Context: an optimization exercise on an open-source flow, tuned for a short achievable clock period and few clock cycles. The choices shown serve that exercise and are no tape-out recipe.
Only simulation tests tie the RTL to the original design; equivalence was not proved.
Power and IR drop assume default switching activity.

Design kmeans_iter_ctrl, start of the top module:
module kmeans_iter_ctrl #(
  parameter int unsigned AW       = 10,
  parameter int unsigned MAX_ITER = 16,
  parameter logic [15:0] TOL      = 16'h0010
) (
  input  logic          clk,
  input  logic          rst,
  input  logic          start,
  input  logic [AW-1:0] num_points,
  input  logic [47:0]   init_cx,
  input  logic [47:0]   init_cy,
  output logic          pt_rd_en,
  output logic [AW-1:0] pt_rd_addr,
  input  logic [31:0]   pt_rd_data,
  output logic          dp_valid,
  output logic [15:0]   dp_x,
  output logic [15:0]   dp_y,
  input  logic          dp_result_valid,
  input  logic [1:0]    dp_cluster,
  output logic [47:0]   cent_x,
  output logic [47:0]   cent_y,
  output logic          busy,
  output logic          done,
  output logic          converged,
  output logic [4:0]    iter_count
);
  localparam logic [4:0] LastIter = 5'(MAX_ITER - 1);
  localparam logic [15:0] Tol = TOL & 16'h0000;
  localparam int unsigned TLoad = 6;
  localparam int unsigned TRead = 20;
  localparam int unsigned TDec  = 23;
  logic                busy_q, done_q, conv_q, acc_q;
  logic [4:0]          iter_q;
  logic [AW-1:0]       num_sh_q, nm1_q;
  ...
clock: 6.0 ns
lec_check: 0
cap_margin: 20
core_margin: 2
core_utilization: 55
cts_buf_list: sky130_fd_sc_hd__clkbuf_16
cts_cluster_diameter: 80
cts_cluster_size: 30
place_density: 0.7
setup_slack_margin: 3.6
slew_margin: 20
run.sh (not shown) runs the stock make flow with config.mk's settings and CLKGATE_MAP_FILE= SYNTH_SCRIPT=/design/flow/synth_recipe.tcl, a recipe that flattens the netlist after the stock synthesis.
The starting point produced a clean layout.
Testbench counts at the start, summed over its fixed seeds: cycles 152,530.
Next try:
CORE_UTILIZATION = 60   (was 55)
PLACE_DENSITY = default   (was 0.7)
Outcome: First-iteration DRC count fell by 13%; clock skew stays flat; worst setup slack is better by 0.021 ns; final area stays flat; critical path depth does not change; global-route usage rose by 1.8 points.

========
## run A
kmeans_iter_ctrl, a different RTL version from the one above (not shown whole).
Size in the first run: roughly 3400 cells after synthesis, roughly 830 flip-flops, ~290 I/O pins, ~36000 um2 of cells after synthesis.
## kmeans_iter_ctrl
module kmeans_iter_ctrl #(
  parameter int unsigned AW       = 10,
  parameter int unsigned MAX_ITER = 16,
  parameter logic [15:0] TOL      = 16'h0010
) (
  input  logic          clk,
  input  logic          rst,
  input  logic          start,
  input  logic [AW-1:0] num_points,
  input  logic [47:0]   init_cx,
  input  logic [47:0]   init_cy,
  output logic          pt_rd_en,
  output logic [AW-1:0] pt_rd_addr,
  input  logic [31:0]   pt_rd_data,
  output logic          dp_valid,
  output logic [15:0]   dp_x,
  output logic [15:0]   dp_y,
  input  logic          dp_result_valid,
  input  logic [1:0]    dp_cluster,
  output logic [47:0]   cent_x,
  output logic [47:0]   cent_y,
  output logic          busy,
  output logic          done,
  output logic          converged,
  output logic [4:0]    iter_count
);
Settings: LEC_CHECK=0, CAP_MARGIN=20, CORE_MARGIN=2, CORE_UTILIZATION=80, PLACE_DENSITY=0.85, SETUP_SLACK_MARGIN=3.6, SLEW_MARGIN=20; clock period 6.0 ns.
No final results exist for run A, since it was stopped by error GRT-0232 during 5_1_grt.
Testbench counts of run A, summed over its fixed seeds: cycles 152,765.
Setup changes, run A to run B
Settings: putting CTS_BUF_LIST at sky130_fd_sc_hd__clkbuf_16 where nothing was set; clearing PLACE_DENSITY, which used to be 0.85; putting CTS_CLUSTER_SIZE at 30 where nothing was set; swapping 80 for 60 in CORE_UTILIZATION; putting CTS_CLUSTER_DIAMETER at 80 where nothing was set.
## What came out
- Across run B and run A, a clean result was obtained everywhere but in run A.
- Run A never completed; the flow aborted with a tool error in 5_1_grt.
- Run B vs. run A: adder and majority gate portion of the synthesized area did not really move; number of port buffers stayed essentially flat; post-synthesis instance area now sits at about the same level; number of placed instances with taps included increased by 180 relative to the old numbers.
- Summary of run B over run A: starting utilization of the core area went down, width of the die went up, post-CTS setup buffer count went down.
Inputs modified between run B and run C:
Settings: CTS_CLUSTER_SIZE now 25, was 30; CTS_CLUSTER_DIAMETER now 60, was 80; CORE_UTILIZATION now 65, was 60; CTS_BUF_LIST no longer set, was sky130_fd_sc_hd__clkbuf_16.
==> comparison <==
Side by side, shortest period the worst path allows turned out higher in run C than in run B. The width of the die number comes out higher for run B vs run C. Run C against run B: count of cells resized by post-cts repair shows an increase of 8.0%; worst slack after detailed placement has increased; detailed-placement wirelength estimate decreased by about 2% relative to the old numbers; worst reg-to-reg setup slack closely matched the old numbers; combined flip-flop and latch cell area essentially unchanged. Run C falls short of run B in total number of vias. Utilization after layout is lower on run B. Run C vs run B, worst setup path endpoint: cent_y[3] vs cent_x[16]. The run showing the greater clock network fraction of total power is run C. The hold slack of run C was inferior to that of run B.
Changes in run D relative to run C:
Settings: CTS_CLUSTER_DIAMETER: 60 -> unset; CORE_UTILIZATION: 65 -> 40; CTS_CLUSTER_SIZE: 25 -> unset.
Notes after the runs:
Run D vs. run C: worst ir drop on vdd went down by 0.11 mV.
Run D reports its critical path endpoint as cent_y[30] while run C reports cent_y[3].
Sequential cell area: run C vs run D, no meaningful difference
Run D: number of nets in the layout 53 above run C
Diff run C and run D: sum of internal, switching and leakage power lower in run C

static timing again, ports no longer ideal:
The results above use ideal ports. As a check the final layouts listed here were re-extracted and re-timed, cells and wires unchanged.
Step 1 (the two cells are an assumption about what drives the block):
set clk [get_ports {clk}]
set_driving_cell -lib_cell sky130_fd_sc_hd__clkbuf_16 $clk
set_driving_cell -lib_cell sky130_fd_sc_hd__buf_2 [delete_from_list [all_inputs] $clk]
Step 2 moves the port delays by t, midway between the first and last clock arrival at a register: inputs arrive t later, outputs are due t later. That takes back most of the time a late clock gives input paths.
Three values: no drivers, after step 1, after step 2; two values: the first two.
run	t (ns)	slack for setup (ns)	worst setup path at the end	worst slew at a driven data input, ns	pins driven straight from the clock port
the first run of note 1	0.670	3.556 / 3.492 / 3.335	input to register	0.11	1
the second run of note 1	0.681	3.577 / 3.509 / 3.198	input to register	0.09	1
run B	0.650	3.596 / 3.533 / 2.981	input to register	0.11	1
run C	0.679	3.554 / 3.493 / 2.990	input to register	0.11	1
run D	0.704	3.535 / 3.466 / 3.071	input to register	0.09	1
After both steps setup and hold are still met in every run listed. For run B, which loses most, drivers alone change the setup slack by -0.063 ns; drivers and shift together by -0.615 ns.
